Background: an optimization exercise with open tools, aiming at small area and a short achievable clock period. Do not read the settings as production practice. RTL that was checked went through simulation tests only; none was proved equivalent to the original. For run 9, only the layout was checked, not whether the RTL still works. Power and IR drop assume default switching activity.

### config.mk
export PLATFORM = sky130hd
export DESIGN_NAME = tag_wb_buffer
export DESIGN_NICKNAME = tag_wb_buffer
export VERILOG_FILES = /design/flow/design.v
export SDC_FILE = /design/flow/constraint.sdc
export NUM_CORES = 4
export LEC_CHECK = 0
export ABC_CLOCK_PERIOD_IN_PS = 1000
export CAP_MARGIN = 20
export CORE_MARGIN = 2
export CORE_UTILIZATION = 60
export CTS_CLUSTER_DIAMETER = 80
export CTS_CLUSTER_SIZE = 30
export SETUP_SLACK_MARGIN = 2.5
export SLEW_MARGIN = 20
### constraint.sdc
create_clock -name core_clock -period 5.5 [get_ports {clk}]
set_input_delay 1.1000 -clock core_clock [delete_from_list [all_inputs] [get_ports {clk}]]
set_output_delay 1.1000 -clock core_clock [all_outputs]
set_load 0.01 [all_outputs]
### design.v
module tag_wb_buffer #(
    parameter int AW    = 32,
    parameter int DW    = 128,
    parameter int DEPTH = 4
) (
    input  logic                     clk,
    input  logic                     rst,
    input  logic                     wb_valid,
    output logic                     wb_ready,
    input  logic [AW-1:0]            wb_addr,
    input  logic [DW-1:0]            wb_data,
    output logic                     mem_valid,
    input  logic                     mem_ready,
    output logic [AW-1:0]            mem_addr,
    output logic [DW-1:0]            mem_data,
    input  logic                     lk_valid,
    input  logic [AW-1:0]            lk_addr,
    output logic                     lk_rsp,
    output logic                     lk_hit,
    output logic [DW-1:0]            lk_data,
    output logic [$clog2(DEPTH):0]   count
);
    localparam int CW = $clog2(DEPTH) + 1;
    localparam logic [CW-1:0] FULL = CW'(DEPTH);
    logic [AW-1:0]    addr_q [DEPTH];
    logic [DW-1:0]    data_q [DEPTH];
    logic [DEPTH-1:0] v;                
    logic [DEPTH-1:0] q [DEPTH];        
    logic [DEPTH-1:0] lk_sel;           
    logic [DEPTH-1:0] ws;               
    logic [DEPTH-1:0] co_m, lk_m;
    logic             wb_acc, retire, co_hit, alloc, wb_lk;
    logic             lk_nh;
    logic [DEPTH-1:0] q1 [DEPTH+1];
    logic [DEPTH-1:0] q2 [DEPTH];
    logic [DEPTH-1:0] v_n, sel_n;
    logic [AW-1:0]    ma;
    logic [DW-1:0]    md, ld;
    always_comb begin
        wb_ready  = (count != FULL);
        mem_valid = (count != '0);
        wb_acc    = wb_valid && wb_ready;
        retire    = mem_valid && mem_ready;
        ws = '0;
        for (int j = DEPTH - 1; j >= 0; j--) begin
            if (!v[j]) begin
                ws    = '0;
                ws[j] = 1'b1;
            end
        end
        for (int j = 0; j < DEPTH; j++) begin
            co_m[j] = v[j] && !q[0][j] && (addr_q[j] == wb_addr);
            lk_m[j] = v[j] && (addr_q[j] == lk_addr);
        end
        co_hit = wb_acc && (co_m != '0);
        alloc  = wb_acc && !co_hit;
        wb_lk  = wb_acc && (wb_addr == lk_addr);
        lk_nh  = (lk_m & ~q[0]) != '0;
        for (int k = 0; k < DEPTH; k++) begin
            q1[k] = (wb_acc && (q[k] & co_m) != '0) ? ws : q[k];
            if (count == CW'(k)) q1[k] = ws;
        end
        q1[DEPTH] = ws;
        for (int k = 0; k < DEPTH; k++) q2[k] = retire ? q1[k+1] : q1[k];
        v_n = v;
        if (co_hit) v_n = v_n & ~co_m;
        if (retire) v_n = v_n & ~q[0];
        if (wb_acc) v_n = v_n | ws;
        if (wb_lk) sel_n = ws;
        else       sel_n = lk_m & (lk_nh ? ~q[0] : q[0]);
        if (!lk_valid) sel_n = '0;
        ma = '0;
        md = '0;
        ld = '0;
        for (int j = 0; j < DEPTH; j++) begin
            ma = ma | (addr_q[j] & {AW{q[0][j]}});
            md = md | (data_q[j] & {DW{q[0][j]}});
            ld = ld | (data_q[j] & {DW{lk_sel[j]}});
        end
        mem_addr = ma;
        mem_data = md;
        lk_data  = ld;
    end
    always_ff @(posedge clk) begin
        if (rst) begin
            v      <= '0;
            count  <= '0;
            lk_rsp <= 1'b0;
            lk_hit <= 1'b0;
            lk_sel <= '0;
        end else begin
            v <= v_n;
            case ({alloc, retire})
                2'b10:   count <= count + 1'b1;
                2'b01:   count <= count - 1'b1;
                default: count <= count;
            endcase
            lk_rsp <= lk_valid;
            lk_hit <= lk_valid && (wb_lk || lk_m != '0);
            lk_sel <= sel_n;
        end
    end
    always_ff @(posedge clk) begin
        for (int k = 0; k < DEPTH; k++) q[k] <= q2[k];
    end
    always_ff @(posedge clk) begin
        for (int j = 0; j < DEPTH; j++) begin
            if (ws[j]) begin
                addr_q[j] <= wb_addr;
                data_q[j] <= wb_data;
            end
        end
    end
endmodule
### flow/run.sh
#!/bin/bash
# Standard ORFS layout, except that the port buffers are buf_1 cells rather than the
# resizer's default pick (clkdlybuf4s50_1), which is larger and slower.
set -euo pipefail
bash standard.sh "BUFFER_PORTS_ARGS=-buffer_cell sky130_fd_sc_hd__buf_1" finish > make.log 2>&1
### standard.sh
#!/bin/bash
# synth_recipe.tcl (not shown) runs the flow's synth.tcl, then flattens the netlist and writes it again
# the make line also repeats each setting of config.mk as NAME=value (left out here)
make -C /OpenROAD-flow-scripts/flow DESIGN_CONFIG=/design/flow/config.mk WORK_HOME=/design/flow/orfs CLKGATE_MAP_FILE= SYNTH_SCRIPT=/design/flow/synth_recipe.tcl "${@:-finish}"
==> results of run 1 <==
## cells in the mapped netlist (2+ instances only)
master	number	area [um2]
a2111oi_2	4	60.1
a211oi_1	2	15.0
a21boi_0	2	15.0
a21oi_1	5	25.0
a22oi_1	577	4330
a32o_1	4	40.0
and2_4	4	35.0
and3_1	2	12.5
buf_1	16	60.1
buf_2	28	140
buf_6	4	45.0
clkbuf_1	145	544
dfxtp_1	25	500
edfxtp_1	644	19300
ha_1	7	87.6
inv_1	25	93.8
mux2_1	3	33.8
mux2_2	3	33.8
mux2i_1	2	20.0
nand2_1	307	1150
nand2b_1	15	93.8
nand3_1	30	150
nand3b_1	3	22.5
nand4_1	34	213
nand4_2	4	50.1
nand4b_1	2	17.5
nor2_1	20	75.1
nor2b_1	3	18.8
nor3_1	18	90.1
nor4_1	49	307
nor4_2	3	37.5
nor4_4	2	42.5
nor4b_1	2	17.5
o21ai_0	8	40.0
o22ai_1	3	18.8
o311a_1	2	20.0
o311ai_1	5	43.8
or4_1	4	30.0
or4_4	2	22.5
xnor2_1	103	902
xnor2_2	2	32.5
xor2_1	177	1550
## final timing paths
| check | start | end | slack (ps) | depth (start not counted) |
|---|---|---|---|---|
| worst min register to register | q[3][0] | q[3][0] | 500 | 2 |
| worst min-delay path | q[3][0] | q[3][0] | 500 | 2 |
| worst max-delay path | q[0][2] | mem_data[40] | 2380 | 5 |
| worst max register to register | q[0][1] | q[0][1] | 2630 | 9 |
## placed cells by master, fill, tap and decap left out, types with 6 or more instances in the layout
cell / netlist / layout
ha_1: 7 / 6
dfxtp_1: 25 / 18
nand2b_1: 15 / 15
nand4_1: 34 / 34
diode_2: 0 / 14
buf_8: 0 / 7
inv_1: 25 / 19
buf_16: 0 / 27
o21ai_1: 1 / 6
nor4_1: 49 / 46
xnor2_1: 103 / 101
a22oi_2: 1 / 128
nand2_1: 307 / 303
buf_4: 0 / 34
edfxtp_1: 644 / 644
clkbuf_16: 0 / 44
nor2_1: 20 / 20
xor2_1: 177 / 177
nand3_1: 30 / 29
buf_6: 4 / 16
nor3_1: 18 / 17
buf_12: 0 / 24
clkbuf_2: 0 / 48
a22oi_1: 577 / 450
buf_2: 28 / 67
buf_1: 16 / 370
## worst max-delay path, cell delays in order (launching register included)
cell      delay [ps]
edfxtp_1         460
buf_12           200
buf_16           210
a22oi_1          260
nand2_1           90
buf_1            130
## metal layers
metal | vias to the layer above | part of all wire (%) | wire [um]
met4 | 8 | 5.4 | 6110
met1 | 11889 | 36 | 40700
met3 | 315 | 13 | 14300
met2 | 1809 | 46 | 52200
li1 | 9922 | - | -
met5 | - | 0.050 | 57
## cell type report
cell class                      instances  area share, %
Inverter                               26          0.308
Tap cell                              672           2.30
Multi-Input combinational cell       1432           29.0
Timing Repair Buffer                  606           11.1
Clock inverter                         18          0.675
Antenna cell                           14         0.0959
Sequential cell                       669           54.4
Clock buffer                           35           2.16
## where the power goes
| part | switching [W] | internal, W |
|---|---|---|
| clock network | 0.00172 | 0.00117 |
| logic | 0.00347 | 0.00188 |
| registers | 0.000316 | 0.00610 |
| total | 0.00551 | 0.00914 |
## metrics by stage
stage / power (W) / instance area, um2
after floorplan: 0.00881 / 30600
after global placement: 0.0104 / 32900
after detailed placement: 0.0105 / 32900
after CTS: 0.0140 / 35300
after global routing: 0.0150 / 36500
final: 0.0147 / 36500
## what timing repair did
item	CTS	global route
gates resized for setup	159	201
pin swaps	9	17
endpoints found under the hold margin	0	0
cloned	16	16
hold buffers	0	0
setup buffers	40	7
setup endpoints to repair	307	291
## cell families (layout without fill, tap and decap cells)
kind of cell / count (synthesis) / after routing
other: 0 / 14
adders and majority gates: 7 / 7
and+or+nand+nor: 511 / 511
DFF: 669 / 669
xor gates and xnor gates: 282 / 282
muxes: 8 / 8
buffers and inverters: 220 / 685
AOI/OAI and AO/OA: 624 / 624
## sequential cells by signal, summed over array words and instances (netlist names)
name / cells
q: 16
addr_q: 128
count: 3
lk_hit: 1
lk_sel: 4
v: 4
data_q: 512
lk_rsp: 1
==> flow_metrics.tcl, run 1 <==
set metrics [dict create \
    status "timing/DRC/antenna clean" \
    clock_sinks 669 \
    synth_edf_count 644 \
    via_count 23943 \
    drv_cap 0 \
    gr-usage-all-layers_pct 39.5 \
    routed_wl_um 113000 \
    final_cells 3472 \
    hold_slack_ps 496 \
    nFillCells 3341 \
    hpwl_um 64600 \
    cp.arrival_ps 2020 \
    fmax_mhz 321 \
    drive_gt1_share_pct 16.9 \
    cts_made_buffers 31 \
    rsz0062_at_grt "true" \
    synth_xor_area_share_pct 8.13 \
    clk_path_buf_depth 3 \
    power.leakage_nw 12.6 \
    start_util_pct 60.8 \
    synth_cell_types 63 \
    die_h_um 230 \
    syn_area_per_cell_um2 13.2 \
    syn_nets 2525 \
    dpl.cell_count 3326 \
    grt_overflow 0 \
    muxShareOfSynthArea_pct 0.286 \
    antenna_found_initial 14 \
    clk_pin_slew_ps 110 \
    tritoncts "yes" \
    ir_worst_vdd_mv 0.388 \
    rows 82 \
    dieWidth_um 230 \
    synth_top_family_by_area "compound AO/OA/AOI/OAI gates" \
    grt_busiest_layer "met2" \
    drt_iter0_drc 3216 \
    routabilityCongestion 0.988 \
    use_met1_pct 53.0 \
    final_util_pct 72.7 \
    final_net_count 2970 \
    ys_seq_area_share_pct 64.9 \
    min_period_ps 3120 \
    routedWlPerCell_um 32.6 \
    ys.flop_type "edfxtp_1" \
    critical_path_class "reg -> out" \
    required_ps 4400 \
    area_growth_pct 19.5 \
    final-hold-violation-count 0 \
    drt_first_pass_iters 5 \
    cts_htree_levels 1 \
    power_density_nw_per_um2 401 \
    pre_cts_ws_ps 1470 \
    synthArstFlopShare_pct 0 \
    grt_max_degree 145 \
    cp-end-kind "output pin" \
    use_met2_pct 62.4 \
    die-area_um2 52800 \
    coreArea_um2 50300 \
    yosys_warnings 6 \
    syn_inst 2321 \
    portBuffers 491 \
    hp-class "reg -> reg" \
    cts_root_buffer "clkbuf_16" \
    setup_viol 0 \
    grt_pass1_vias 22781 \
    met3_usage_pct 10.0 \
    worst_clock_skew_ps 30.9 \
    yosys_register_bits 669 \
    slew_violations 0 \
    worst_pin_slew_ps 1120 \
    grt_pass1_wl_um 152000 \
    synth_adder_area_share_pct 0.286 \
    multi_input_area_um2 10600 \
    syn_area_um2 30600 \
    final_antenna_net_count 0 \
    relSlewSlack_pct 25.2 \
    seqCellArea_um2 19900 \
    tns_ps 0 \
    synthSimpleGateAreaFrac_pct 8.01 \
    viasPerCell 6.90 \
    io_pins 492 \
    path_max_fanout 32 \
    fin_crit_sh_pct 56.7 \
    cp-start-kind "flop" \
    clock_latency_ps 670 \
    drc 0 \
    synth-compound-area-share_pct 15.4 \
    fin_ws_ps 2380 \
]
==> inputs of run 2 (changes only) <==
--- a/config.mk
+++ b/config.mk
@@ -6,5 +6,5 @@
 export NUM_CORES = 4
 export LEC_CHECK = 0
-export ABC_CLOCK_PERIOD_IN_PS = 1000
+export ABC_AREA = 1
 export CAP_MARGIN = 20
 export CORE_MARGIN = 2
==> flow_metrics.tcl, run 2 <==
set metrics [dict create \
    ys.flop_type "edfxtp_1" \
    synth_edf_count 644 \
    cts_htree_levels 2 \
    clk_path_buf_depth 3 \
    dieWidth_um 234 \
    syn_area_per_cell_um2 9.97 \
    portBuffers 491 \
    error "[ERROR GRT-0232] Routing congestion too high. Check the congestion heatmap in the GUI." \
    synthTopCellsByArea "edfxtp_1, o21ai_0, inv_1" \
    routabilityCongestion 1.04 \
    postGrtWorstEndpoint "mem_data[100]" \
    worst-ep-kind "primary output" \
    syn_nets 3391 \
    clock_sinks 669 \
    synth_top_cell_by_area "edfxtp_1" \
    start_util_pct 60.6 \
    dpl.cell_count 4241 \
    die_h_um 234 \
    grt_max_degree 127 \
    grt_overflow 17 \
    yosys_register_bits 669 \
    syn_inst 3187 \
    cts_root_buffer "clkbuf_16" \
    rows 84 \
    cts_made_buffers 35 \
    ys_seq_area_share_pct 62.4 \
    status "did not finish" \
    netlist.area_leader.share_pct 60.9 \
    synthTopCellsByCount "edfxtp_1, inv_1, nand2_1" \
    synthArstFlopShare_pct 0 \
    gr-usage-all-layers_pct 64.9 \
    synth.most_common_cell "edfxtp_1" \
    synth_cell_types 44 \
    haltStage "5_1_grt" \
    io_pins 492 \
    syn_area_um2 31800 \
    hold_buffers 0 \
    yosys_warnings 6 \
    hpwl_um 76600 \
]
run 2: per-stage QoR:
stage                     power, W  util (%)  setup WS (ps)  TNS [ps]  area, um2
after floorplan            0.00900         -          -5650   -868410      31800
after detailed placement    0.0109      65.2           1760         0      34200
after global placement      0.0108      65.2           1720         0      34200
after CTS                   0.0162      73.2           2230         0      38400
run 2: power groups by stage:
| stage | clock network, W | logic [W] | registers, W |
|---|---|---|---|
| 2_1_floorplan | 0 | 0.00249 | 0.00652 |
| 3_3_place_gp | 0 | 0.00428 | 0.00652 |
| 3_5_place_dp | 0 | 0.00435 | 0.00654 |
| 4_1_cts | 0.00313 | 0.00661 | 0.00643 |
run 2: logic make-up after synthesis:
kind of cell    after synthesis  synth area share (%)
xor+xnor                     90                  2.48
fa+ha+maj                     7                 0.276
simple gates                727                  9.47
compound gates             1005                  17.0
flops                       669                  62.4
buf+inv                     689                  8.29
run 2: worst max-delay path by stage:
stage                         to  slack (ps)  cells past startpoint
detailed placement  mem_addr[22]        1760                      6
floorplan                q[0][1]       -5650                      6
global placement    mem_addr[22]        1720                      6
CTS                 mem_addr[23]        2230                      5
run 2: repair_timing:
| action | 4_1_cts |
|---|---|
| gates cloned | 51 |
| hold endpoints to repair | 0 |
| setup buffers | 58 |
| pin swaps | 20 |
| resized for setup | 518 |
| setup endpoints to repair | 344 |
run 2: layer usage:
metal,track usage [%],overflow
met4,60.4,7
met5,15.3,0
met1,69.3,1
met3,41.7,1
met2,84.7,8
==> inputs of run 3 (changes only) <==
--- a/config.mk
+++ b/config.mk
@@ -6,5 +6,4 @@
 export NUM_CORES = 4
 export LEC_CHECK = 0
-export ABC_AREA = 1
 export CAP_MARGIN = 20
 export CORE_MARGIN = 2
@@ -12,4 +11,4 @@
 export CTS_CLUSTER_DIAMETER = 80
 export CTS_CLUSTER_SIZE = 30
-export SETUP_SLACK_MARGIN = 2.5
+export SETUP_SLACK_MARGIN = 2.0
 export SLEW_MARGIN = 20
==> flow_metrics.tcl, run 3 <==
set metrics [dict create \
    drv_cap 0 \
    required_ps 4400 \
    worst_clock_skew_ps 28.2 \
    routabilityCongestion 1.05 \
    comb_power_share_pct 30.6 \
    clock_sinks 669 \
    cp-start-kind "flop" \
    final-hold-violation-count 0 \
    final_net_count 2898 \
    pwr-share-seq_pct 47.5 \
    synthTopCellsByCount "edfxtp_1, a22oi_1, nand2_1" \
    relSlewSlack_pct 29.3 \
    synthSimpleGateAreaFrac_pct 8.01 \
    rows 82 \
    final_common_cell "edfxtp_1" \
    synth_cell_types 63 \
    start_util_pct 60.8 \
    rrSetupSlack_ps 2560 \
    status "timing/DRC/antenna clean" \
    muxShareOfSynthArea_pct 0.286 \
    clk_pin_slew_ps 90 \
    ys_seq_area_share_pct 64.9 \
    dieWidth_um 230 \
    via_count 22550 \
    cts_made_buffers 34 \
    drive_gt1_share_pct 4.94 \
    p_sw_share_pct 36.1 \
    final_antenna_net_count 0 \
    worst_pin_slew_ps 1060 \
    ir_worst_vdd_mv 0.446 \
    netlist.area_leader.share_pct 63.3 \
    final_cell_mix "edfxtp_1, a22oi_1, buf_1" \
    grt_overflow 0 \
    syn_area_um2 30600 \
    cts_htree_levels 2 \
    min_period_ps 3460 \
    grt_pass1_vias 21941 \
    grt_pass1_wl_um 143000 \
    final_area_um2 34100 \
    synth_edf_count 644 \
    p_int_w 0.00859 \
    final_util_pct 67.9 \
    syn_area_per_cell_um2 13.2 \
    tritoncts "yes" \
    yosys_register_bits 669 \
    path_max_fanout 76 \
    synth_top_family_by_area "compound AO/OA/AOI/OAI gates" \
    critical_path_class "reg -> out" \
    synthArstFlopShare_pct 0 \
    clock_latency_ps 610 \
    drt_first_pass_iters 6 \
    io_pins 492 \
    gr-usage-all-layers_pct 36.5 \
    power_density_nw_per_um2 394 \
    hold_buffers 0 \
    synth_adder_area_share_pct 0.286 \
    coreArea_um2 50300 \
    cp.arrival_ps 2360 \
    clkPwrFrac_pct 21.8 \
    power_switching_w 0.00485 \
    grt_max_degree 132 \
    cp-end-kind "output pin" \
    pre_cts_ws_ps 1490 \
    synth_xor_area_share_pct 8.13 \
    synth_top_cell_by_area "edfxtp_1" \
    nFillCells 3627 \
    tns_ps 0 \
    die_h_um 230 \
    yosys_warnings 6 \
    slew_violations 0 \
    top_register "data_q" \
    place_area_um2 32900 \
    hpwl_um 63800 \
    hold_slack_ps 497 \
    power.leakage_nw 11.5 \
    drc 0 \
    top_regs "data_q: 512 flops, addr_q: 128 flops, q: 16 flops" \
    area_growth_pct 11.7 \
    largest_reg_flops 512 \
    synth.most_common_cell "edfxtp_1" \
    rsz0062_at_grt "true" \
    fmax_mhz 289 \
    viasPerCell 6.65 \
    cts_root_buffer "clkbuf_16" \
    synth-compound-area-share_pct 15.4 \
    setup_viol 0 \
    syn_nets 2525 \
    routedWlPerCell_um 29.1 \
    drt_iter0_drc 2520 \
    die-area_um2 52800 \
    portBuffers 491 \
    fin_crit_sh_pct 63.0 \
    ys.flop_type "edfxtp_1" \
    hp-class "reg -> reg" \
    synthTopCellsByArea "edfxtp_1, a22oi_1, xor2_1" \
    fin_ws_ps 2040 \
    antenna_found_initial 14 \
    clk_path_buf_depth 3 \
    routed_wl_um 98600 \
    syn_inst 2321 \
]
[run 3: cell count changes after synthesis, moves of 172 or more]
cell / previous run / this run
nand2_1: 479 / 307
inv_1: 503 / 25
o22ai_1: 238 / 3
a21oi_1: 294 / 5
a22oi_1: 0 / 577
o21ai_0: 442 / 8
[run 3: metal layers]
layer | up-vias | part of all wire (%) | track usage (%)
li1 | 9738 | - | -
met1 | 11309 | 37 | 48.9
met2 | 1282 | 48 | 58.5
met3 | 207 | 11 | 8.88
met4 | 14 | 4.0 | 13.5
met5 | - | 0.093 | 0
[run 3: timing repair]
item                       in CTS  in global routing
setup endpoints to repair     242                 34
resized for setup               4                  4
setup buffers                  10                  0
[run 3: worst max-delay path, cell delays in order, from the launching register on]
cell and delay, ps:
edfxtp_1 410, buf_6 510, a22oi_1 200, nand2_1 260
buf_1 190
[run 3: final timing paths]
check,to,depth (start not counted),start
setup / recovery,mem_addr[23],4,q[0][0]
hold / removal,q[3][0],2,q[3][0]
setup reg to reg,q[0][0],7,addr_q[3][6]
hold reg to reg,q[3][0],2,q[3][0]
[run 3: kinds of logic (layout without fill, tap and decap cells)]
logic type	Yosys count	count (layout)
compound gates	624	624
xor+xnor	282	282
fa+ha+maj	7	7
buf+inv	220	613
flops	669	669
mux	8	8
other cells	0	7
simple gates	511	511
[run 3: cell type report]
| cell class | count | area [um2] | area share (%) |
|---|---|---|---|
| antenna | 7 | 17.5 | 0.0513 |
| clock buffer | 36 | 880 | 2.58 |
| clock inverter | 20 | 206 | 0.605 |
| inverter | 26 | 113 | 0.330 |
| multi-input combinational | 1432 | 9860 | 28.9 |
| sequential | 669 | 19900 | 58.2 |
| tap | 672 | 841 | 2.46 |
| timing repair buffer | 531 | 2370 | 6.94 |
[run 3: power groups by stage]
stage | logic [W] | registers, W | clock network (W)
6_report | 0.00412 | 0.00639 | 0.00294
5_1_grt | 0.00437 | 0.00643 | 0.00312
4_1_cts | 0.00406 | 0.00638 | 0.00295
3_5_place_dp | 0.00393 | 0.00655 | 0
3_3_place_gp | 0.00391 | 0.00651 | 0
2_1_floorplan | 0.00237 | 0.00644 | 0
[run 3: stage by stage]
stage          total power, W  instances
2_1_floorplan         0.00881       2321
3_3_place_gp           0.0104       3320
3_5_place_dp           0.0105       3320
4_1_cts                0.0134       3386
5_1_grt                0.0139       3391
6_report               0.0134       3393
==> inputs of run 4 (changes only) <==
--- a/config.mk
+++ b/config.mk
@@ -11,4 +11,4 @@
 export CTS_CLUSTER_DIAMETER = 80
 export CTS_CLUSTER_SIZE = 30
-export SETUP_SLACK_MARGIN = 2.0
+export SETUP_SLACK_MARGIN = 2.5
 export SLEW_MARGIN = 20
==> flow_metrics.tcl, run 4 <==
set metrics [dict create \
    cp-end-kind "output pin" \
    die_h_um 230 \
    relSlewSlack_pct 25.2 \
    viasPerCell 6.90 \
    worst_clock_skew_ps 30.9 \
    syn_area_um2 30600 \
    multi_input_area_um2 10600 \
    grt_max_degree 145 \
    portBuffers 491 \
    drt_first_pass_iters 5 \
    routabilityCongestion 0.988 \
    top_regs "data_q: 512 flops, addr_q: 128 flops, q: 16 flops" \
    ys.flop_type "edfxtp_1" \
    power.leakage_nw 12.6 \
    grt_pass1_wl_um 152000 \
    pre_cts_ws_ps 1470 \
    largest_reg_flops 512 \
    setup_viol 0 \
    cts_root_buffer "clkbuf_16" \
    routed_wl_um 113000 \
    final_net_count 2970 \
    ys_seq_area_share_pct 64.9 \
    nFillCells 3341 \
    start_util_pct 60.8 \
    final_cell_mix "edfxtp_1, a22oi_1, buf_1" \
    syn_nets 2525 \
    min_period_ps 3120 \
    tritoncts "yes" \
    area_growth_pct 19.5 \
    synth_top_cell_by_area "edfxtp_1" \
    path_max_fanout 32 \
    clk_pin_slew_ps 110 \
    die-area_um2 52800 \
    drc 0 \
    critPathMaxStageDelay_ps 460 \
    syn_inst 2321 \
    required_ps 4400 \
    fmax_mhz 321 \
    status "timing/DRC/antenna clean" \
    synthTopCellsByCount "edfxtp_1, a22oi_1, nand2_1" \
    critical_path_class "reg -> out" \
    yosys_warnings 6 \
    slew_violations 0 \
    grt_pass1_vias 22781 \
    cts_made_buffers 31 \
    final-hold-violation-count 0 \
    grt_overflow 0 \
    synth.most_common_cell "edfxtp_1" \
    hp-class "reg -> reg" \
    drt_iter0_drc 3216 \
    yosys_register_bits 669 \
    synthArstFlopShare_pct 0 \
    gr-usage-all-layers_pct 39.5 \
    hpwl_um 64600 \
    worst_pin_slew_ps 1120 \
    cp.arrival_ps 2020 \
    clock_latency_ps 670 \
    clock_sinks 669 \
    tns_ps 0 \
    cp-start-kind "flop" \
    synth_cell_types 63 \
    final_common_cell "edfxtp_1" \
    coreArea_um2 50300 \
    synth_edf_count 644 \
    clk_path_buf_depth 3 \
    crit_slowest_cell "edfxtp_1" \
    rrSetupSlack_ps 2630 \
    netlist.area_leader.share_pct 63.3 \
    synthTopCellsByArea "edfxtp_1, a22oi_1, xor2_1" \
    antenna_found_initial 14 \
    routedWlPerCell_um 32.6 \
    hold_slack_ps 496 \
    final_antenna_net_count 0 \
    rows 82 \
    cts_htree_levels 1 \
    top_register "data_q" \
    via_count 23943 \
    drv_cap 0 \
    io_pins 492 \
    dieWidth_um 230 \
    fin_crit_sh_pct 56.7 \
    syn_area_per_cell_um2 13.2 \
    seqCellArea_um2 19900 \
    rsz0062_at_grt "true" \
    fin_ws_ps 2380 \
    ir_worst_vdd_mv 0.388 \
    crit_chain "buf_12, buf_16, a22oi_1, nand2_1, buf_1" \
    drive_gt1_share_pct 16.9 \
    power_density_nw_per_um2 401 \
]
## run 4: cell counts after synthesis
Identical to the previous run, type by type.
## run 4: layer usage
metal,vias to the layer above,share of wire [%],track usage (%)
met3,315,13,10.0
met5,-,0.050,0
met2,1809,46,62.4
met4,8,5.4,15.8
met1,11889,36,53.0
li1,9922,-,-
## run 4: cell type report
| type | instances | share of cell area [%] |
|---|---|---|
| Multi-Input combinational cell | 1432 | 29.0 |
| Clock inverter | 18 | 0.675 |
| Inverter | 26 | 0.308 |
| Timing Repair Buffer | 606 | 11.1 |
| Antenna cell | 14 | 0.0959 |
| Sequential cell | 669 | 54.4 |
| Clock buffer | 35 | 2.16 |
| Tap cell | 672 | 2.30 |
## run 4: metrics by stage
| step | total power [W] | utilization, % | instances | instance area (um2) |
|---|---|---|---|---|
| global route | 0.0150 | 72.6 | 3465 | 36500 |
| CTS | 0.0140 | 70.3 | 3435 | 35300 |
| finish | 0.0147 | 72.7 | 3472 | 36500 |
| floorplan | 0.00881 | - | 2321 | 30600 |
| global placement | 0.0104 | 65.4 | 3325 | 32900 |
| detailed placement | 0.0105 | 65.4 | 3326 | 32900 |
## run 4: final timing paths
| check | start | cells past startpoint | endpoint |
|---|---|---|---|
| min reg2reg | q[3][0] | 2 | q[3][0] |
| max | q[0][2] | 5 | mem_data[40] |
| max reg2reg | q[0][1] | 9 | q[0][1] |
| min | q[3][0] | 2 | q[3][0] |
## run 4: where the power goes
part | total, W | switching, W | internal [W]
Clock | 0.00288 | 0.00172 | 0.00117
Sequential | 0.00642 | 0.000316 | 0.00610
Combinational | 0.00535 | 0.00347 | 0.00188
## run 4: critical path: cells and delay by family, from the launching register on
family | cells | cell delay, ps
AOI/OAI and AO/OA | 1 | 260
and+or+nand+nor | 1 | 90
buffers and inverters | 3 | 540
DFF | 1 | 460
## run 4: timing repair
item / 4_1_cts / 5_1_grt
hold buffers: 0 / 0
endpoints found under the setup margin: 307 / 291
setup buffers: 40 / 7
gates resized for setup: 159 / 201
gates cloned: 16 / 16
pin swaps: 9 / 17
## run 4: kinds of logic (layout without fill, tap and decap cells)
family | Yosys count | after routing | synth area share [%]
flops | 669 | 669 | 64.9
compound gates | 624 | 624 | 15.4
simple gates | 511 | 511 | 8.01
xor+xnor | 282 | 282 | 8.13
buf+inv | 220 | 685 | 2.95
mux | 8 | 8 | 0.286
fa+ha+maj | 7 | 7 | 0.286
other cells | 0 | 14 | 0
==> inputs of run 5 (changes only) <==
--- a/config.mk
+++ b/config.mk
@@ -9,6 +9,6 @@
 export CORE_MARGIN = 2
 export CORE_UTILIZATION = 60
-export CTS_CLUSTER_DIAMETER = 80
-export CTS_CLUSTER_SIZE = 30
+export CTS_CLUSTER_DIAMETER = 60
+export CTS_CLUSTER_SIZE = 20
 export SETUP_SLACK_MARGIN = 2.5
 export SLEW_MARGIN = 20
==> flow_metrics.tcl, run 5 <==
set metrics [dict create \
    syn_area_um2 30600 \
    final_cells 3491 \
    final_cell_mix "edfxtp_1, a22oi_1, buf_1" \
    met3_usage_pct 9.09 \
    cp.arrival_ps 1950 \
    die-area_um2 52800 \
    synthArstFlopShare_pct 0 \
    critical_path_class "reg -> out" \
    worst_clock_skew_ps 26.2 \
    hp-start "q[3][0]" \
    synth.most_common_cell "edfxtp_1" \
    drc 0 \
    clk_pin_slew_ps 80 \
    start_util_pct 60.8 \
    clk_path_buf_depth 3 \
    synthTopCellsByCount "edfxtp_1, a22oi_1, nand2_1" \
    cts_htree_levels 2 \
    syn_area_per_cell_um2 13.2 \
    yosys_register_bits 669 \
    grt_overflow 0 \
    synth_top_cell_by_area "edfxtp_1" \
    final_antenna_net_count 0 \
    yosys_warnings 6 \
    syn_inst 2321 \
    ys.flop_type "edfxtp_1" \
    cts_root_buffer "clkbuf_16" \
    drv_cap 0 \
    netlist.area_leader.share_pct 63.3 \
    startpoint "q[0][2]" \
    fin_ws_ps 2450 \
    rsz0062_at_grt "true" \
    r2r-start "q[0][1]" \
    routabilityCongestion 0.988 \
    final_area_um2 36800 \
    power_density_nw_per_um2 417 \
    top_regs "data_q: 512 flops, addr_q: 128 flops, q: 16 flops" \
    via_count 24065 \
    antenna_found_initial 17 \
    dpl.cell_count 3326 \
    die_h_um 230 \
    final-hold-violation-count 0 \
    cp-start-kind "flop" \
    synth_cell_types 63 \
    hpwl_um 64600 \
    fmax_mhz 328 \
    multi_input_area_um2 10600 \
    path_max_fanout 37 \
    required_ps 4400 \
    cts_made_buffers 46 \
    grt_busiest_layer "met2" \
    use_met2_pct 62.7 \
    routedWlPerCell_um 32.5 \
    final_common_cell "edfxtp_1" \
    area_growth_pct 20.5 \
    seqCellArea_um2 19900 \
    tritoncts "yes" \
    use_met1_pct 53.2 \
    synthTopCellsByArea "edfxtp_1, a22oi_1, xor2_1" \
    largest_reg_flops 512 \
    hp-class "reg -> reg" \
    clock_sinks 669 \
    ir_worst_vdd_mv 0.354 \
    grt_pass1_wl_um 152000 \
    dieWidth_um 230 \
    min_period_ps 3050 \
    final_net_count 2976 \
    clock_latency_ps 620 \
    worst_pin_slew_ps 1150 \
    top_register "data_q" \
    portBuffers 491 \
    cp-end-kind "output pin" \
    synth_edf_count 644 \
    grt_pass1_vias 22833 \
    ys_seq_area_share_pct 64.9 \
    syn_nets 2525 \
    place_area_um2 32900 \
    drt_iter0_drc 3356 \
    grt_max_degree 145 \
    io_pins 492 \
    power.leakage_nw 12.8 \
    viasPerCell 6.89 \
    drt_first_pass_iters 6 \
    slew_violations 0 \
    fin_crit_sh_pct 55.5 \
    hold_buffers 0 \
    setup_viol 0 \
    routed_wl_um 113000 \
    pre_cts_ws_ps 1470 \
    relSlewSlack_pct 23.1 \
    gr-usage-all-layers_pct 39.4 \
    tns_ps 0 \
    drive_gt1_share_pct 16.7 \
    nFillCells 3290 \
    rows 82 \
    coreArea_um2 50300 \
    status "timing/DRC/antenna clean" \
]
-- run 5: cells by family (layout without fill, tap and decap cells) --
| family | Yosys count | count (layout) | share of synthesized area [%] |
|---|---|---|---|
| adder cells (fa/ha/maj) | 7 | 7 | 0.286 |
| buffers and inverters | 220 | 704 | 2.95 |
| AO/OA/AOI/OAI | 624 | 624 | 15.4 |
| AND/OR/NAND/NOR | 511 | 511 | 8.01 |
| multiplexers | 8 | 8 | 0.286 |
| other | 0 | 14 | 0 |
| XOR/XNOR | 282 | 282 | 8.13 |
| flip-flops | 669 | 669 | 64.9 |
-- run 5: where the power goes --
group | switching, W | internal [W]
sequential | 0.000314 | 0.00610
combinational | 0.00346 | 0.00182
clock | 0.00181 | 0.00186
-- run 5: final timing paths --
check | depth (start not counted) | slack (ps) | end
worst min-delay path | 2 | 490 | q[3][0]
worst max-delay path | 5 | 2450 | mem_addr[29]
worst min register to register | 2 | 490 | q[3][0]
worst max register to register | 9 | 2630 | q[1][0]
-- run 5: layout make-up --
class                      instances  area share [%]
antenna                           14          0.0951
clock buffer                      55            3.30
clock inverter                    26           0.947
inverter                          26           0.306
multi-input combinational       1432            28.8
sequential                       669            53.9
tap                              672            2.28
timing repair buffer             597            10.3
-- run 5: worst max-delay path, stage by stage, from the launching register on --
cell,delay [ps]
edfxtp_1,400
buf_4,210
buf_16,190
a22oi_1,200
nand2_1,140
buf_2,170
-- run 5: repair_timing --
item / CTS / global route
gates resized for setup: 105 / 221
setup buffers: 36 / 4
pin swaps: 7 / 16
setup endpoints to repair: 307 / 240
gates cloned: 12 / 18
-- run 5: metal layers --
| layer | vias to the layer above | wire length, um |
|---|---|---|
| li1 | 9950 | - |
| met1 | 11909 | 40400 |
| met4 | 10 | 5520 |
| met2 | 1849 | 52500 |
| met3 | 347 | 14900 |
| met5 | - | 72 |
-- run 5: per-stage QoR --
step                      total power [W]  hold WS [ps]  util (%)
final                              0.0154           494      73.3
after global routing               0.0157           516      73.3
after CTS                          0.0145           494      70.7
after detailed placement           0.0105           481      65.4
after global placement             0.0104           470      65.4
after floorplan                   0.00881           442         -
==> inputs of run 6 (changes only) <==
--- a/design.v
+++ b/design.v
@@ -27,5 +27,12 @@
     logic [DEPTH-1:0] v;                
     logic [DEPTH-1:0] q [DEPTH];        
-    logic [DEPTH-1:0] lk_sel;           
+    localparam int GB  = 32;            
+    localparam int NMA = AW / GB;
+    localparam int NMD = DW / GB;
+    localparam int NLD = DW / GB;
+    logic [DEPTH-1:0] ma_sel [NMA];     
+    logic [DEPTH-1:0] md_sel [NMD];     
+    logic [DEPTH-1:0] lk_sel [NLD];     
+    logic [DEPTH-1:0] sel_d;
     logic [DEPTH-1:0] ws;               
     logic [DEPTH-1:0] co_m, lk_m;
@@ -70,11 +77,14 @@
         else       sel_n = lk_m & (lk_nh ? ~q[0] : q[0]);
         if (!lk_valid) sel_n = '0;
+        sel_d = rst ? '0 : sel_n;
         ma = '0;
         md = '0;
         ld = '0;
         for (int j = 0; j < DEPTH; j++) begin
-            ma = ma | (addr_q[j] & {AW{q[0][j]}});
-            md = md | (data_q[j] & {DW{q[0][j]}});
-            ld = ld | (data_q[j] & {DW{lk_sel[j]}});
+            for (int b = 0; b < AW; b++) ma[b] = ma[b] | (addr_q[j][b] & ma_sel[b / GB][j]);
+            for (int b = 0; b < DW; b++) begin
+                md[b] = md[b] | (data_q[j][b] & md_sel[b / GB][j]);
+                ld[b] = ld[b] | (data_q[j][b] & lk_sel[b / GB][j]);
+            end
         end
         mem_addr = ma;
@@ -88,5 +98,4 @@
             lk_rsp <= 1'b0;
             lk_hit <= 1'b0;
-            lk_sel <= '0;
         end else begin
             v <= v_n;
@@ -98,9 +107,17 @@
             lk_rsp <= lk_valid;
             lk_hit <= lk_valid && (wb_lk || lk_m != '0);
-            lk_sel <= sel_n;
         end
     end
     always_ff @(posedge clk) begin
         for (int k = 0; k < DEPTH; k++) q[k] <= q2[k];
+    end
+    for (genvar g = 0; g < NMA; g++) begin : g_ma
+        tag_wb_buffer_sel #(.W(DEPTH)) u_sel (.clk(clk), .d(q2[0]), .q(ma_sel[g]));
+    end
+    for (genvar g = 0; g < NMD; g++) begin : g_md
+        tag_wb_buffer_sel #(.W(DEPTH)) u_sel (.clk(clk), .d(q2[0]), .q(md_sel[g]));
+    end
+    for (genvar g = 0; g < NLD; g++) begin : g_lk
+        tag_wb_buffer_sel #(.W(DEPTH)) u_sel (.clk(clk), .d(sel_d), .q(lk_sel[g]));
     end
     always_ff @(posedge clk) begin
@@ -113,2 +130,11 @@
     end
 endmodule
+module tag_wb_buffer_sel #(
+    parameter int W = 4
+) (
+    input  logic         clk,
+    input  logic [W-1:0] d,
+    output logic [W-1:0] q
+);
+    always_ff @(posedge clk) q <= d;
+endmodule
--- a/config.mk
+++ b/config.mk
@@ -11,4 +11,6 @@
 export CTS_CLUSTER_DIAMETER = 60
 export CTS_CLUSTER_SIZE = 20
-export SETUP_SLACK_MARGIN = 2.5
+export SETUP_SLACK_MARGIN = 2.8
 export SLEW_MARGIN = 20
+export SYNTH_HIERARCHICAL = 1
+export SYNTH_MINIMUM_KEEP_SIZE = 0
==> flow_metrics.tcl, run 6 <==
set metrics [dict create \
    status "timing/DRC/antenna clean" \
    largest_reg_flops 512 \
    worst_clock_skew_ps 29.4 \
    grt_pass1_wl_um 155000 \
    cp.arrival_ps 3540 \
    met3_usage_pct 9.14 \
    final_cell_mix "edfxtp_1, a22oi_2, nand2_1" \
    gr-usage-all-layers_pct 39.9 \
    top_regs "data_q: 512 flops, addr_q: 128 flops" \
    die-area_um2 53100 \
    fmax_mhz 325 \
    clock_sinks 701 \
    slew_violations 0 \
    cp-end-kind "flop" \
    routabilityCongestion 1.09 \
    netlist.area_leader.share_pct 62.4 \
    final_common_cell "edfxtp_1" \
    drv_cap 0 \
    drc 0 \
    place_area_um2 33200 \
    routed_wl_um 121000 \
    viasPerCell 7.01 \
    crit_chain "clkbuf_4, xor2_1, nor3_1, and3_4, a22o_1, a211oi_4, buf_6, mux2i_4, mux2i_1" \
    syn_area_per_cell_um2 13.4 \
    cp-start-kind "primary input" \
    synth_cell_types 50 \
    tns_ps 0 \
    clk_pin_slew_ps 90 \
    critical_path_class "in -> reg" \
    seqCellArea_um2 20600 \
    coreArea_um2 51000 \
    synthTopCellsByCount "edfxtp_1, a22oi_1, nand2_1" \
    top_register "data_q" \
    use_met2_pct 63.2 \
    cts_root_buffer "clkbuf_16" \
    synthTopCellsByArea "edfxtp_1, a22oi_1, xnor2_1" \
    power.leakage_nw 15.1 \
    rsz0062_at_grt "true" \
    via_count 25105 \
    dieWidth_um 230 \
    synth_top_cell_by_area "edfxtp_1" \
    yosys_register_bits 701 \
    clk_path_buf_depth 3 \
    drt_iter0_drc 3382 \
    fin_ws_ps 2430 \
    cts_made_buffers 46 \
    drt_first_pass_iters 6 \
    ys_seq_area_share_pct 66.4 \
    final_antenna_net_count 0 \
    nFillCells 2524 \
    hp-class "reg -> reg" \
    synthArstFlopShare_pct 0 \
    routedWlPerCell_um 33.8 \
    rows 83 \
    syn_inst 2289 \
    grt_pass1_vias 23096 \
    use_met1_pct 53.9 \
    ir_worst_vdd_mv 0.356 \
    final_area_um2 42600 \
    grt_busiest_layer "met2" \
    setup_viol 0 \
    final_util_pct 83.5 \
    drive_gt1_share_pct 44.3 \
    tritoncts "yes" \
    relSlewSlack_pct 33.4 \
    critPathMaxStageDelay_ps 420 \
    area_growth_pct 38.4 \
    io_pins 492 \
    die_h_um 230 \
    grt_max_degree 133 \
    yosys_warnings 21 \
    syn_nets 2493 \
    fin_crit_sh_pct 55.9 \
    required_ps 5960 \
    grt_overflow 0 \
    power_density_nw_per_um2 402 \
    hpwl_um 63500 \
    syn_area_um2 30800 \
    final-hold-violation-count 0 \
    min_period_ps 3070 \
    clock_latency_ps 620 \
    final_net_count 3054 \
    worst_pin_slew_ps 999 \
    start_util_pct 60.4 \
    crit_slowest_cell "xor2_1" \
    multi_input_area_um2 13200 \
    antenna_found_initial 15 \
    portBuffers 491 \
    ys.flop_type "edfxtp_1" \
    cts_htree_levels 2 \
    synth.most_common_cell "edfxtp_1" \
    pre_cts_ws_ps 1540 \
    synth_edf_count 640 \
    path_max_fanout 9 \
]
==> run 6: changes by cell type after synthesis, sizes merged, moves of 13 or more <==
cell / change
nor4: -29
dfxtp: +36
nand4: +28
nand3: -21
mux2i: +13
xor2: -123
xnor2: +122
==> run 6: final cells by class <==
| cell class | count | area share, % |
|---|---|---|
| Antenna cell | 16 | 0.0940 |
| Clock buffer | 62 | 2.89 |
| Inverter | 28 | 0.270 |
| Sequential cell | 701 | 48.3 |
| Tap cell | 680 | 2.00 |
| Multi-Input combinational cell | 1383 | 30.9 |
| Timing Repair Buffer | 690 | 15.0 |
| Clock inverter | 21 | 0.494 |
==> run 6: logic make-up after synthesis <==
kind of cell / after synthesis / synth area share, %
flops: 701 / 66.4
xor+xnor: 281 / 8.00
compound gates: 623 / 15.3
fa+ha+maj: 7 / 0.285
mux: 18 / 0.634
simple gates: 454 / 6.72
buf+inv: 205 / 2.69
==> run 6: metrics by stage <==
step                      power, W  hold WS [ps]  instances
after detailed placement    0.0106           501       3304
after CTS                   0.0154           521       3502
final                       0.0171           562       3581
after floorplan            0.00909           453       2289
after global placement      0.0106           496       3304
after global routing        0.0174           582       3573
==> run 6: report_power, final <==
group          leakage, nW  switching, W  internal (W)
registers             6.53      0.000704       0.00644
logic                 7.82       0.00359       0.00281
clock network        0.697       0.00189       0.00168
total                 15.1       0.00618        0.0109
==> run 6: worst max-delay path: cells and delay by family <==
| family | cells | cell delay, ps |
|---|---|---|
| compound gates | 2 | 600 |
| mux | 2 | 540 |
| buf+inv | 2 | 420 |
| xor+xnor | 1 | 420 |
| simple gates | 2 | 420 |
==> run 6: repair_timing <==
action                                  4_1_cts  5_1_grt
buffers inserted                            101       34
hold buffers                                  0        0
endpoints found under the setup margin      408      411
resized for setup                           558      851
pin swaps                                   110      269
gates cloned                                 14       29
==> run 6: path summary, 6_finish.rpt <==
check / start / endpoint / slack [ps] / depth (start not counted)
setup / recovery: wb_addr[14] / q[1][0] / 2430 / 9
setup reg to reg: addr_q[3][29] / q[1][0] / 2500 / 10
hold reg to reg: count[1] / count[1] / 560 / 2
hold / removal: count[1] / count[1] / 560 / 2
==> run 6: layer usage <==
layer	share of wire (%)	routed length, um	vias up
li1	-	-	10045
met1	34	41600	12341
met2	46	56200	2166
met3	13	15200	541
met4	6.7	8090	12
met5	0.060	73	-
==> inputs of run 7 (changes only) <==
--- a/config.mk
+++ b/config.mk
@@ -11,5 +11,5 @@
 export CTS_CLUSTER_DIAMETER = 60
 export CTS_CLUSTER_SIZE = 20
-export SETUP_SLACK_MARGIN = 2.8
+export SETUP_SLACK_MARGIN = 2.65
 export SLEW_MARGIN = 20
 export SYNTH_HIERARCHICAL = 1
==> flow_metrics.tcl, run 7 <==
set metrics [dict create \
    status "timing/DRC/antenna clean" \
    slew_violations 0 \
    largest_reg_flops 512 \
    top_register "data_q" \
    grt_overflow 0 \
    drc 0 \
    grt_pass1_wl_um 151000 \
    power_switching_w 0.00526 \
    path_max_fanout 7 \
    routabilityCongestion 1.02 \
    ir_worst_vdd_mv 0.319 \
    io_pins 492 \
    critPathMaxStageDelay_ps 390 \
    antenna_found_initial 11 \
    gr-usage-all-layers_pct 38.7 \
    hpwl_um 63600 \
    final_common_cell "edfxtp_1" \
    tns_ps 0 \
    clock_latency_ps 630 \
    portBuffers 491 \
    cts_htree_levels 2 \
    pwr-share-seq_pct 45.7 \
    via_count 23603 \
    die_h_um 230 \
    muxShareOfSynthArea_pct 0.634 \
    synth-compound-area-share_pct 15.3 \
    cp.arrival_ps 1810 \
    syn_inst 2289 \
    routedWlPerCell_um 30.6 \
    fmax_mhz 344 \
    fin_crit_sh_pct 52.9 \
    pre_cts_ws_ps 1540 \
    coreArea_um2 51000 \
    grt_pass1_vias 22654 \
    start_util_pct 60.4 \
    worst_clock_skew_ps 34.1 \
    cts_made_buffers 44 \
    routed_wl_um 107000 \
    setup_viol 0 \
    path_delay_family "flip-flops" \
    synth_top_family_by_area "compound AO/OA/AOI/OAI gates" \
    rsz0062_at_grt "true" \
    final_area_um2 36900 \
    comb_power_share_pct 30.9 \
    yosys_warnings 21 \
    synth_top_cell_by_area "edfxtp_1" \
    cp-start-kind "flop" \
    relSlewSlack_pct 30.6 \
    top_regs "data_q: 512 flops, addr_q: 128 flops" \
    rows 83 \
    worst_pin_slew_ps 1040 \
    cts_root_buffer "clkbuf_16" \
    place_area_um2 33100 \
    ys.flop_type "edfxtp_1" \
    crit_slowest_cell "dfxtp_4" \
    final-hold-violation-count 0 \
    critical_path_class "reg -> out" \
    clk_path_buf_depth 3 \
    yosys_register_bits 701 \
    hold_buffers 0 \
    viasPerCell 6.75 \
    syn_area_per_cell_um2 13.4 \
    cp_num_buf_inv 2 \
    drt_iter0_drc 3005 \
    p_int_w 0.00993 \
    syn_nets 2493 \
    synthSimpleGateAreaFrac_pct 6.72 \
    ys_seq_area_share_pct 66.4 \
    area_growth_pct 20.0 \
    cp-end-kind "output pin" \
    synthArstFlopShare_pct 0 \
    synth.most_common_cell "edfxtp_1" \
    clock_sinks 701 \
    power.leakage_nw 12.8 \
    tritoncts "yes" \
    total_power_w 0.0152 \
    syn_area_um2 30800 \
    crit_chain "buf_12, a22oi_1, nand2_1, clkbuf_2" \
    nFillCells 3378 \
    final_antenna_net_count 0 \
    final_cell_mix "edfxtp_1, a22oi_1, buf_1" \
    fin_ws_ps 2590 \
    die-area_um2 53100 \
    drt_first_pass_iters 8 \
    power_density_nw_per_um2 411 \
    synth_adder_area_share_pct 0.285 \
    clkPwrFrac_pct 23.4 \
    grt_max_degree 115 \
    synthTopCellsByArea "edfxtp_1, a22oi_1, xnor2_1" \
    synth_edf_count 640 \
    p_sw_share_pct 34.7 \
    clk_pin_slew_ps 90 \
    final_net_count 2977 \
    synth_xor_area_share_pct 8.00 \
    dieWidth_um 230 \
    drv_cap 0 \
    netlist.area_leader.share_pct 62.4 \
    hp-class "reg -> reg" \
    min_period_ps 2910 \
    synth_cell_types 50 \
    drive_gt1_share_pct 13.4 \
    synthTopCellsByCount "edfxtp_1, a22oi_1, nand2_1" \
    required_ps 4400 \
]
run 7: cell counts after synthesis:
Identical to the previous run, type by type.
run 7: power by group through the flow:
| stage | Clock, W | Combinational, W | Sequential, W |
|---|---|---|---|
| 3_3_place_gp | 0 | 0.00294 | 0.00761 |
| 2_1_floorplan | 0 | 0.00230 | 0.00678 |
| 3_5_place_dp | 0 | 0.00299 | 0.00762 |
| 6_report | 0.00356 | 0.00469 | 0.00694 |
| 5_1_grt | 0.00375 | 0.00491 | 0.00698 |
| 4_1_cts | 0.00354 | 0.00404 | 0.00708 |
run 7: worst paths after layout:
path / start / endpoint / slack (ps) / cells after the start
worst max register to register: addr_q[3][20] / g_ma[0].u_sel.q[0] / 2760 / 10
worst max-delay path: g_lk[2].u_sel.q[2] / lk_data[71] / 2590 / 4
worst min-delay path: q[3][0] / q[3][0] / 530 / 2
worst min register to register: q[3][0] / q[3][0] / 530 / 2
run 7: cell families after synthesis:
group | Yosys count
and+or+nand+nor | 454
xor gates and xnor gates | 281
DFF | 701
muxes | 18
adders and majority gates | 7
buffers and inverters | 205
AOI/OAI and AO/OA | 623
run 7: area by class of cell:
| class | instances | area, um2 | share of cell area, % |
|---|---|---|---|
| well taps | 680 | 851 | 2.30 |
| inverters | 28 | 119 | 0.322 |
| diodes | 10 | 25.0 | 0.0678 |
| clock inverters | 18 | 231 | 0.627 |
| flip-flops and latches | 701 | 20600 | 55.7 |
| repair buffers | 615 | 3820 | 10.3 |
| multi-input cells | 1383 | 10100 | 27.3 |
| clock buffers | 60 | 1210 | 3.27 |
run 7: layer usage:
| layer | global-route usage, % | vias up | part of all wire [%] | routed length [um] |
|---|---|---|---|---|
| li1 | - | 9856 | - | - |
| met1 | 53.2 | 11737 | 36 | 38900 |
| met2 | 60.1 | 1702 | 46 | 49400 |
| met3 | 9.20 | 298 | 12 | 13200 |
| met4 | 15.4 | 10 | 5.0 | 5350 |
| met5 | 0 | - | 0.063 | 67 |
run 7: tightest hold or removal path, delay by kind of cell (launching register included):
| family | cells | cell delay (ps) |
|---|---|---|
| muxes | 1 | 60 |
| DFF | 1 | 340 |
| buffers and inverters | 1 | 80 |
run 7: timing repair:
action                                  in CTS  in global routing
endpoints found under the setup margin     345                182
pin swaps                                    8                 18
gates resized for setup                    105                 78
buffers inserted                            71                 40
run 7: per-stage QoR:
stage | utilization [%] | hold slack, ps | std cells
after global routing | 72.4 | 530 | 3490
final | 72.4 | 530 | 3495
after floorplan | - | 453 | 2289
after global placement | 64.9 | 498 | 3296
after detailed placement | 64.9 | 508 | 3296
after CTS | 70.6 | 514 | 3445
==> inputs of run 8 (changes only) <==
--- a/config.mk
+++ b/config.mk
@@ -11,5 +11,5 @@
 export CTS_CLUSTER_DIAMETER = 60
 export CTS_CLUSTER_SIZE = 20
-export SETUP_SLACK_MARGIN = 2.65
+export SETUP_SLACK_MARGIN = 2.5
 export SLEW_MARGIN = 20
 export SYNTH_HIERARCHICAL = 1
==> flow_metrics.tcl, run 8 <==
set metrics [dict create \
    grt_pass1_vias 21718 \
    worst_clock_skew_ps 27.3 \
    drt_first_pass_iters 6 \
    cp-start-kind "primary input" \
    grt_overflow 0 \
    syn_area_per_cell_um2 13.4 \
    gr-usage-all-layers_pct 36.8 \
    comb_power_share_pct 25.6 \
    drt_iter0_drc 3031 \
    clkPwrFrac_pct 26.0 \
    p_int_w 0.00957 \
    grt_max_degree 125 \
    worst_pin_slew_ps 1040 \
    routedWlPerCell_um 29.5 \
    dieWidth_um 230 \
    cts_made_buffers 50 \
    yosys_warnings 21 \
    critical_path_class "in -> reg" \
    netlist.area_leader.share_pct 62.4 \
    p_sw_share_pct 35.1 \
    io_pins 492 \
    ys_seq_area_share_pct 66.4 \
    total_power_w 0.0147 \
    hp-class "reg -> reg" \
    nFillCells 3599 \
    die-area_um2 53100 \
    routed_wl_um 101000 \
    path_max_fanout 5 \
    pwr-share-seq_pct 48.4 \
    tns_ps 0 \
    min_path_cells 2 \
    crit_chain "buf_1, xnor2_1, nand4_1, nor4_1, nand4_1, or4_4, o22ai_2, o21ai_1, a32o_1" \
    fmax_mhz 335 \
    fin_ws_ps 2510 \
    cp-end-kind "flop" \
    drc 0 \
    drive_gt1_share_pct 9.27 \
    die_h_um 230 \
    syn_inst 2289 \
    rows 83 \
    clock_latency_ps 620 \
    final_util_pct 69.5 \
    power_switching_w 0.00517 \
    clock_sinks 701 \
    min_period_ps 2990 \
    synthTopCellsByCount "edfxtp_1, a22oi_1, nand2_1" \
    cts_root_buffer "clkbuf_16" \
    via_count 22898 \
    yosys_register_bits 701 \
    drv_cap 0 \
    synthArstFlopShare_pct 0 \
    portBuffers 491 \
    viasPerCell 6.67 \
    antenna_found_initial 15 \
    syn_nets 2493 \
    final-hold-violation-count 0 \
    synth_cell_types 50 \
    top_register "data_q" \
    synth_top_cell_by_area "edfxtp_1" \
    rsz0062_at_grt "false" \
    start_util_pct 60.4 \
    final_cell_mix "edfxtp_1, a22oi_1, buf_1" \
    cp.arrival_ps 3480 \
    final_common_cell "edfxtp_1" \
    ir_worst_vdd_mv 0.328 \
    clk_path_buf_depth 3 \
    reg2reg_depth 8 \
    critPathMaxStageDelay_ps 520 \
    slew_violations 0 \
    final_net_count 2905 \
    top_regs "data_q: 512 flops, addr_q: 128 flops" \
    largest_reg_flops 512 \
    status "timing/DRC/antenna clean" \
    grt_pass1_wl_um 144000 \
    setup_viol 0 \
    tritoncts "yes" \
    synth.most_common_cell "edfxtp_1" \
    coreArea_um2 51000 \
    pre_cts_ws_ps 1470 \
    synthTopCellsByArea "edfxtp_1, a22oi_1, xnor2_1" \
    area_growth_pct 15.1 \
    fin_crit_sh_pct 54.3 \
    critPathMostFrequentCell "nand4_1" \
    relSlewSlack_pct 30.5 \
    required_ps 5990 \
    clk_pin_slew_ps 80 \
    power_density_nw_per_um2 416 \
    cts_htree_levels 2 \
    ys.flop_type "edfxtp_1" \
    crit_slowest_cell "or4_4" \
    routabilityCongestion 0.984 \
    power.leakage_nw 12.1 \
    hpwl_um 66600 \
    synth_edf_count 640 \
    final_antenna_net_count 0 \
    syn_area_um2 30800 \
]
run 8: cell families after synthesis:
kind of cell	Yosys count	synth area share [%]
adders and majority gates	7	0.285
xor gates and xnor gates	281	8.00
and+or+nand+nor	454	6.72
buffers and inverters	205	2.69
muxes	18	0.634
DFF	701	66.4
AOI/OAI and AO/OA	623	15.3
run 8: routing by layer:
metal / share of wire (%) / routed length, um / global-route usage (%) / vias to the layer above
li1: - / - / - / 9719
met4: 4.3 / 4380 / 13.2 / 6
met2: 47 / 47300 / 57.4 / 1474
met1: 38 / 38600 / 52.2 / 11486
met3: 11 / 10900 / 7.19 / 213
met5: 0.041 / 42 / 0 / -
run 8: what timing repair did:
action,CTS,global route
setup buffers,0,11
pin swaps,1,12
resized for setup,82,61
gates cloned,1,0
endpoints found under the setup margin,255,99
hold buffers,0,0
run 8: final cells by class:
class | count | area (um2) | share of cell area (%)
clock buffer | 71 | 1440 | 4.05
multi-input combinational | 1384 | 9840 | 27.8
clock inverter | 21 | 223 | 0.629
antenna | 12 | 30.0 | 0.0847
inverter | 28 | 113 | 0.318
tap | 680 | 851 | 2.40
sequential | 701 | 20500 | 57.9
timing repair buffer | 536 | 2420 | 6.83
run 8: power groups by stage:
stage / registers, W / clock network, W / logic, W
floorplan: 0.00678 / 0 / 0.00229
global placement: 0.00720 / 0 / 0.00343
detailed placement: 0.00723 / 0 / 0.00347
CTS: 0.00713 / 0.00384 / 0.00352
global route: 0.00717 / 0.00404 / 0.00398
finish: 0.00713 / 0.00383 / 0.00378
run 8: path summary, 6_finish.rpt:
| check | start | end | slack [ps] |
|---|---|---|---|
| setup / recovery | lk_addr[14] | g_lk[3].u_sel.q[0] | 2510 |
| hold / removal | q[3][0] | q[3][0] | 520 |
| setup reg to reg | addr_q[1][2] | g_lk[3].u_sel.q[0] | 2710 |
| hold reg to reg | q[3][0] | q[3][0] | 520 |
run 8: through the flow:
stage                     cells  cell area [um2]  hold WS (ps)
after floorplan            2289            30900           453
after global placement     3317            33100           503
after detailed placement   3317            33100           503
after CTS                  3410            35100           515
after global routing       3431            35400           553
final                      3433            35400           523
run 8: critical path: cells and delay by family:
| kind | cells | cell delay [ps] |
|---|---|---|
| xor+xnor | 1 | 200 |
| buf+inv | 1 | 380 |
| compound gates | 3 | 560 |
| simple gates | 4 | 1230 |
==> inputs of run 9 (changes only) <==
--- a/design.v
+++ b/design.v
@@ -38,5 +38,7 @@
     logic [DEPTH-1:0] co_m, lk_m;
     logic             wb_acc, retire, co_hit, alloc, wb_lk;
-    logic             lk_nh;
+    logic             hdup;             
+    logic             hdup_n;
+    logic [DEPTH-1:0] wb_eq;
     logic [DEPTH-1:0] q1 [DEPTH+1];
     logic [DEPTH-1:0] q2 [DEPTH];
@@ -57,5 +59,6 @@
         end
         for (int j = 0; j < DEPTH; j++) begin
-            co_m[j] = v[j] && !q[0][j] && (addr_q[j] == wb_addr);
+            wb_eq[j] = (addr_q[j] == wb_addr);
+            co_m[j] = v[j] && !q[0][j] && wb_eq[j];
             lk_m[j] = v[j] && (addr_q[j] == lk_addr);
         end
@@ -63,5 +66,5 @@
         alloc  = wb_acc && !co_hit;
         wb_lk  = wb_acc && (wb_addr == lk_addr);
-        lk_nh  = (lk_m & ~q[0]) != '0;
+        hdup_n = !retire && (hdup || (alloc && (wb_eq & v & q[0]) != '0));
         for (int k = 0; k < DEPTH; k++) begin
             q1[k] = (wb_acc && (q[k] & co_m) != '0) ? ws : q[k];
@@ -75,5 +78,5 @@
         if (wb_acc) v_n = v_n | ws;
         if (wb_lk) sel_n = ws;
-        else       sel_n = lk_m & (lk_nh ? ~q[0] : q[0]);
+        else       sel_n = lk_m & (hdup ? ~q[0] : {DEPTH{1'b1}});
         if (!lk_valid) sel_n = '0;
         sel_d = rst ? '0 : sel_n;
@@ -95,4 +98,5 @@
         if (rst) begin
             v      <= '0;
+            hdup   <= 1'b0;
             count  <= '0;
             lk_rsp <= 1'b0;
@@ -100,4 +104,5 @@
         end else begin
             v <= v_n;
+            hdup <= hdup_n;
             case ({alloc, retire})
                 2'b10:   count <= count + 1'b1;
==> flow_metrics.tcl, run 9 <==
set metrics [dict create \
    top_register "data_q" \
    cts_htree_levels 2 \
    clk_path_buf_depth 3 \
    clkPwrFrac_pct 26.0 \
    worst_clock_skew_ps 28.4 \
    p_sw_share_pct 34.2 \
    dieWidth_um 231 \
    cp-end-kind "flop" \
    yosys_register_bits 702 \
    synth.most_common_cell "edfxtp_1" \
    synthTopCellsByCount "edfxtp_1, a22oi_1, nand2_1" \
    hpwl_um 62700 \
    drc 0 \
    setup_viol 0 \
    routabilityCongestion 1.00 \
    syn_nets 2503 \
    cts_made_buffers 48 \
    cp.arrival_ps 3490 \
    final-hold-violation-count 0 \
    crit_chain "buf_1, buf_4, xnor2_4, nand4_1, nor4_4, nand2_2, o211a_1, nand2_1, ha_4, xor2_1, nor2_1, a211oi_1" \
    relSlewSlack_pct 34.0 \
    p_int_w 0.00956 \
    clock_sinks 702 \
    die_h_um 231 \
    comb_power_share_pct 23.7 \
    synth_top_cell_by_area "edfxtp_1" \
    coreArea_um2 51000 \
    final_antenna_net_count 0 \
    critPathMaxStageDelay_ps 480 \
    viasPerCell 6.60 \
    synth_cell_types 47 \
    status "timing/DRC/antenna clean" \
    power_switching_w 0.00496 \
    cts_root_buffer "clkbuf_16" \
    netlist.area_leader.share_pct 62.4 \
    fmax_mhz 334 \
    grt_max_degree 136 \
    area_growth_pct 14.6 \
    fin_ws_ps 2500 \
    crit_slowest_cell "nor4_4" \
    antenna_found_initial 15 \
    rows 83 \
    critical_path_class "in -> reg" \
    drt_first_pass_iters 6 \
    required_ps 6000 \
    portBuffers 491 \
    via_count 22574 \
    synth_edf_count 640 \
    power_density_nw_per_um2 411 \
    final_cell_mix "edfxtp_1, a22oi_1, buf_1" \
    synthArstFlopShare_pct 0 \
    drv_cap 0 \
    io_pins 492 \
    tritoncts "yes" \
    slew_violations 0 \
    ys_seq_area_share_pct 66.4 \
    rsz0062_at_grt "true" \
    drt_iter0_drc 2620 \
    routedWlPerCell_um 28.1 \
    pre_cts_ws_ps 1240 \
    die-area_um2 53200 \
    grt_pass1_wl_um 139000 \
    largest_reg_flops 512 \
    final_common_cell "edfxtp_1" \
    final_util_pct 69.2 \
    power.leakage_nw 11.9 \
    ir_worst_vdd_mv 0.362 \
    grt_pass1_vias 21579 \
    final_net_count 2901 \
    hold_buffers 0 \
    yosys_warnings 21 \
    clock_latency_ps 620 \
    drive_gt1_share_pct 8.71 \
    grt_overflow 0 \
    tns_ps 0 \
    pwr-share-seq_pct 50.3 \
    start_util_pct 60.4 \
    syn_area_um2 30800 \
    top_regs "data_q: 512 flops, addr_q: 128 flops" \
    syn_area_per_cell_um2 13.4 \
    gr-usage-all-layers_pct 35.1 \
    ys.flop_type "edfxtp_1" \
    clk_pin_slew_ps 80 \
    routed_wl_um 96200 \
    synthTopCellsByArea "edfxtp_1, a22oi_1, xnor2_1" \
    path_max_fanout 9 \
    cp-start-kind "primary input" \
    min_period_ps 3000 \
    worst_pin_slew_ps 990 \
    hp-class "reg -> reg" \
    syn_inst 2299 \
    fin_crit_sh_pct 54.5 \
]
==> run 9: changes by cell type in the layout (fill, tap and decap cells not counted), sizes merged, moves of 12 or more <==
cell / before / now
clkbuf: 107 / 82
xnor2: 227 / 239
nand2: 301 / 318
inv: 38 / 22
==> run 9: critical path: cells and delay by family <==
kind	cells	cell delay (ps)
compound gates	2	520
buf+inv	2	250
simple gates	5	1050
fa+ha+maj	1	160
xor+xnor	2	400
==> run 9: final cells by class <==
class / instances / area, um2
Timing Repair Buffer: 525 / 2310
Multi-Input combinational cell: 1408 / 9890
Tap cell: 680 / 851
Inverter: 12 / 48.8
Clock inverter: 23 / 290
Clock buffer: 61 / 1310
Antenna cell: 11 / 27.5
Sequential cell: 702 / 20600
Fill cell: 3669 / 15700
==> run 9: worst paths after layout <==
check	slack, ps	start	endpoint	cells past startpoint
setup / recovery	2500	wb_addr[20]	count[1]	12
hold / removal	530	q[3][0]	q[3][0]	2
setup reg to reg	2700	addr_q[2][3]	g_lk[0].u_sel.q[2]	7
hold reg to reg	530	q[3][0]	q[3][0]	2
==> run 9: per-layer routing <==
| metal | track usage, % | vias to the layer above | routed length, um |
|---|---|---|---|
| met1 | 48.9 | 11308 | 37000 |
| met4 | 11.0 | 18 | 3180 |
| met5 | 0 | - | 120 |
| li1 | - | 9708 | - |
| met3 | 8.13 | 186 | 10600 |
| met2 | 55.4 | 1354 | 45300 |
==> run 9: power by group through the flow <==
stage | Sequential, W | Clock, W | Combinational [W]
3_5_place_dp | 0.00743 | 0 | 0.00316
3_3_place_gp | 0.00742 | 0 | 0.00312
4_1_cts | 0.00731 | 0.00380 | 0.00324
6_report | 0.00730 | 0.00378 | 0.00344
2_1_floorplan | 0.00684 | 0 | 0.00225
5_1_grt | 0.00735 | 0.00399 | 0.00366
==> run 9: stage by stage <==
stage | cells | hold WS [ps] | cell area, um2 | power (W)
after global placement | 3319 | 497 | 33100 | 0.0105
after CTS | 3405 | 532 | 35000 | 0.0144
after global routing | 3414 | 569 | 35300 | 0.0150
after detailed placement | 3320 | 514 | 33100 | 0.0106
after floorplan | 2299 | 475 | 30900 | 0.00908
final | 3422 | 529 | 35300 | 0.0145
==> run 9: repair_timing <==
item                       in CTS  in global routing
buffers inserted                1                  6
setup endpoints to repair     312                 72
pin swaps                       1                  5
gates resized for setup        89                 42
==> run 9: cell families after synthesis <==
logic type | count (synthesis) | share of synthesized area, %
XOR/XNOR | 290 | 8.25
adder cells (fa/ha/maj) | 7 | 0.284
buffers and inverters | 189 | 2.50
AO/OA/AOI/OAI | 616 | 14.9
AND/OR/NAND/NOR | 475 | 6.92
flip-flops | 702 | 66.4
multiplexers | 20 | 0.678

-- afterwards: timing with drivers on the ports --
The flow's constraints put no driver on any port. The routed layouts listed below were extracted and timed again, unchanged, in two steps.
Step 1, drivers: a clkbuf_16 drives clk and a buf_2 each remaining input, both assumed.
Step 2 times the ports against the registers' clock, not the clock port: input delays grow and output delays shrink by t, the midpoint of the rising clock arrivals with the driver on.
Three values: ideal, step 1, step 2; two values: the first two.
run | t (ns) | setup slack, ns | slew at the worst register clock pin (ns) | cell pins on the clock port's net
run 1 | 0.720 | 2.382 / 2.315 / 1.838 | 0.12 / 0.12 | 1
run 3 | 0.656 | 2.036 / 1.971 / 1.426 | 0.11 / 0.11 | 1
run 4 | 0.720 | 2.382 / 2.315 / 1.838 | 0.12 / 0.12 | 1
run 5 | 0.670 | 2.447 / 2.382 / 1.864 | 0.09 / 0.09 | 1
run 6 | 0.667 | 2.425 / 2.465 / 1.798 | 0.10 / 0.10 | 1
run 7 | 0.677 | 2.593 / 2.531 / 1.960 | 0.10 / 0.10 | 1
run 8 | 0.671 | 2.511 / 2.463 / 1.876 | 0.09 / 0.09 | 1
run 9 | 0.666 | 2.504 / 2.467 / 1.859 | 0.08 / 0.08 | 1
After both steps every run listed still meets setup and hold. The setup slack of run 9, which loses most, moves by -0.037 ns with the drivers and by -0.645 ns with both steps.
